Source: an optimization exercise on an open RTL-to-GDS flow (aim: small area, a short achievable clock period and few clock cycles). Production flows keep margins and buffers that such runs may drop. Only simulation tests tie the RTL to the original design; equivalence was not proved. Power figures rest on the tool's default switching activity, not on a simulated workload.

==> job 7247: inputs <==
Design llc_core, start of the top module:
module llc_core (
    input  wire logic       clk,
    input  wire logic       rst,
    input  wire logic       req_valid_i,
    output logic            req_ready_o,
    input  wire llc_pkg::req_op_t    req_op_i,
    input  wire llc_pkg::line_addr_t req_addr_i,
    input  wire llc_pkg::line_t      req_line_i,
    input  wire logic       dma_req_valid_i,
    output logic            dma_req_ready_o,
    input  wire llc_pkg::req_op_t    dma_req_op_i,
    input  wire llc_pkg::line_addr_t dma_req_addr_i,
    input  wire llc_pkg::line_t      dma_req_line_i,
    input  wire logic       mem_rsp_valid_i,
    output logic            mem_rsp_ready_o,
    input  wire llc_pkg::line_t      mem_rsp_line_i,
    output logic            rsp_valid_o,
    input  wire logic       rsp_ready_i,
    output llc_pkg::line_addr_t      rsp_addr_o,
    output llc_pkg::line_t           rsp_line_o,
    output logic            dma_rsp_valid_o,
    input  wire logic       dma_rsp_ready_i,
    output llc_pkg::line_addr_t      dma_rsp_addr_o,
    output llc_pkg::line_t           dma_rsp_line_o,
    output logic            mem_req_valid_o,
    input  wire logic       mem_req_ready_i,
    output llc_pkg::req_op_t         mem_req_op_o,
    output llc_pkg::line_addr_t      mem_req_addr_o,
    output llc_pkg::line_t           mem_req_line_o
);
Settings: LEC_CHECK=0, CAP_MARGIN=20, CORE_MARGIN=2, CORE_UTILIZATION=45, CTS_CLUSTER_DIAMETER=90, CTS_CLUSTER_SIZE=20, SETUP_SLACK_MARGIN=1.7, SLEW_MARGIN=20; clock period 5.0 ns.
run.sh (not shown) runs the stock make flow with config.mk's settings and CLKGATE_MAP_FILE= SYNTH_SCRIPT=/design/flow/synth_recipe.tcl, a recipe that flattens the netlist after the stock synthesis.
==> job 7735: changes against job 7247 <==
--- a/flow/design.v
+++ b/flow/design.v
@@ -286,27 +286,44 @@
             any_inv <= p_any_inv;
             v_dty   <= p_dty1;
             s_ptr   <= p_ptr;
         end
     end
+    logic [NW-1:0][LB-1:0] w_line, in_line;
+    logic [NW-1:0]         ld_exec, ld_fill, hd_fill;
+    always_comb begin
+        for (int w = 0; w < NW; w++) begin
+            in_line[w] = '0;
+            for (int k = 0; k < NS; k++) begin
+                in_line[w] = in_line[w] | (line_mem[{2'(w), 4'(k)}] & {LB{in_oh[k]}});
+            end
+            ld_exec[w] = fwd & r_vld & r_op & w_sel[w];
+            ld_fill[w] = fwe & (fent[3:0] == in_set) & (fent[5:4] == 2'(w));
+            hd_fill[w] = fwe & f_set[fq_head] & (fent[5:4] == 2'(w));
+        end
+    end
+    always_ff @(posedge clk) begin
+        for (int w = 0; w < NW; w++) begin
+            if (mv) begin
+                if (ld_exec[w])      w_line[w] <= r_line;
+                else if (ld_fill[w]) w_line[w] <= mem_rsp_line_i;
+                else                 w_line[w] <= in_line[w];
+            end else if (hd_fill[w]) begin
+                w_line[w] <= mem_rsp_line_i;
+            end
+        end
+    end
     logic [TB-1:0] vtag;
     always_comb begin
         vtag = '0;
         for (int w = 0; w < NW; w++)
             for (int k = 0; k < NS; k++)
                 vtag = vtag | (tag_mem[{2'(w), 4'(k)}] & {TB{w_vic[w] & set_oh[k]}});
     end
-    logic [NW-1:0][LB-1:0] w_line;
     logic          vdirty;
     logic [LB-1:0] vline;
     always_comb begin
-        for (int w = 0; w < NW; w++) begin
-            w_line[w] = '0;
-            for (int k = 0; k < NS; k++) begin
-                w_line[w] = w_line[w] | (line_mem[{2'(w), 4'(k)}] & {LB{set_oh[k]}});
-            end
-        end
         hit = |w_hit;
         for (int w = 0; w < NW; w++) w_sel[w] = w_hit[w] | (~hit & w_vic[w]);
         vdirty = ~hit & v_dty;
         vline = '0;
         for (int w = 0; w < NW; w++) begin
- CTS_CLUSTER_DIAMETER: 90 -> default
- CTS_CLUSTER_SIZE: 20 -> default
- SETUP_SLACK_MARGIN: 1.7 -> 1.9
==> job 2013: changes against job 7247 <==
--- a/flow/design.v
+++ b/flow/design.v
@@ -286,27 +286,44 @@
             any_inv <= p_any_inv;
             v_dty   <= p_dty1;
             s_ptr   <= p_ptr;
         end
     end
+    logic [NW-1:0][LB-1:0] w_line, in_line;
+    logic [NW-1:0]         ld_exec, ld_fill, hd_fill;
+    always_comb begin
+        for (int w = 0; w < NW; w++) begin
+            in_line[w] = '0;
+            for (int k = 0; k < NS; k++) begin
+                in_line[w] = in_line[w] | (line_mem[{2'(w), 4'(k)}] & {LB{in_oh[k]}});
+            end
+            ld_exec[w] = fwd & r_vld & r_op & w_sel[w];
+            ld_fill[w] = fwe & (fent[3:0] == in_set) & (fent[5:4] == 2'(w));
+            hd_fill[w] = fwe & f_set[fq_head] & (fent[5:4] == 2'(w));
+        end
+    end
+    always_ff @(posedge clk) begin
+        for (int w = 0; w < NW; w++) begin
+            if (mv) begin
+                if (ld_exec[w])      w_line[w] <= r_line;
+                else if (ld_fill[w]) w_line[w] <= mem_rsp_line_i;
+                else                 w_line[w] <= in_line[w];
+            end else if (hd_fill[w]) begin
+                w_line[w] <= mem_rsp_line_i;
+            end
+        end
+    end
     logic [TB-1:0] vtag;
     always_comb begin
         vtag = '0;
         for (int w = 0; w < NW; w++)
             for (int k = 0; k < NS; k++)
                 vtag = vtag | (tag_mem[{2'(w), 4'(k)}] & {TB{w_vic[w] & set_oh[k]}});
     end
-    logic [NW-1:0][LB-1:0] w_line;
     logic          vdirty;
     logic [LB-1:0] vline;
     always_comb begin
-        for (int w = 0; w < NW; w++) begin
-            w_line[w] = '0;
-            for (int k = 0; k < NS; k++) begin
-                w_line[w] = w_line[w] | (line_mem[{2'(w), 4'(k)}] & {LB{set_oh[k]}});
-            end
-        end
         hit = |w_hit;
         for (int w = 0; w < NW; w++) w_sel[w] = w_hit[w] | (~hit & w_vic[w]);
         vdirty = ~hit & v_dty;
         vline = '0;
         for (int w = 0; w < NW; w++) begin
- SETUP_SLACK_MARGIN: 1.7 -> 1.9
==> summary.txt <==
Cells and area
  • Area Overhead vs Synth: 12.4%
  • Share of layout cells above drive strength 1: between 15 and 20%

Synth
  • Adder-Cell Fraction of Synth Area: 0.115%

Power
  • Switch share: 39.3%

Outcome
  • Status: complete, no violations

Placed design
  • Post-DP HPWL: a little over 300000 um

Setup path
  • Reg2Reg Setup Slack: 1550 ps

GRT
  • Gr usage total: between 30 and 40%

Die
  • Row count: between 200 and 250
[end of results for job 7247]
==> summary.txt <==
Placed design
  • Post-DP HPWL: a little over 300000 um

Power
  • Clock power share: 24.3%
  • Switch share: 36.0%

Setup path
  • Crit path kind: register to register
  • R2R Path End: w_hit[0]

STA
  • RSZ-0062 raised after global routing: yes

Die
  • Row count: between 200 and 250

Synth
  • Adder-Cell Fraction of Synth Area: less than 1%

Cells and area
  • Area Overhead vs Synth: 17.1%

Run
  • Maxcap violations: 0

GRT
  • Gr usage total: approximately 29%

Outcome
  • Status: complete, no violations
[end of results for job 7735]
==> summary.txt <==
Setup path
  • Crit path kind: register to register
  • Reg2Reg Setup Slack: 1760 ps

Cells and area
  • Fill cell count: about 27000
  • Share of layout cells above drive strength 1: 14.6%
  • Area Overhead vs Synth: 12.9%

Synth
  • Number of synthesized flops with an enable pin: 3218
  • Adder-Cell Fraction of Synth Area: less than 1%

Placed design
  • Post-DP HPWL: between 300000 and 400000 um

GRT
  • Gr usage total: between 20 and 30%

Die
  • Row count: approximately 210

Outcome
  • Status: complete, no violations

STA
  • Clock Skew: between 90 and 100 ps
[end of results for job 2013]
Testbench counts of job 7247, summed over its fixed seeds: cycles 13,148.
Testbench counts of job 7735, summed over its fixed seeds: cycles 13,148.
Testbench counts of job 2013, summed over its fixed seeds: cycles 13,148.

[what the ideal ports hide]
No port has a modelled driver above. Below, the same layouts with a new extraction and two added sets of constraints. Step 1: set_driving_cell puts a clkbuf_16 on clk and a buf_2 on each other input, an assumption about the parent block. Step 2 also shifts input and output timing later by t, the mid clock arrival at the registers, as if the neighbouring blocks saw the same clock. Three values: ideal ports, drivers, drivers and shift; two values: the first two.
run	t, ns	setup WS [ns]	clock arrival spread, ns	worst data-port slew with drivers (ns)	cell pins on the clock port's net
job 7247	1.015	1.549 / 1.549 / 0.844	0.131 / 0.131	0.12	1
job 7735	0.994	1.715 / 1.715 / 0.979	0.055 / 0.055	0.07	1
job 2013	1.018	1.762 / 1.762 / 0.972	0.098 / 0.098	0.07	1
After both steps setup and hold are still met in every run listed. For job 2013, which loses most, drivers alone change the setup slack by 0.000 ns; drivers and shift together by -0.790 ns.
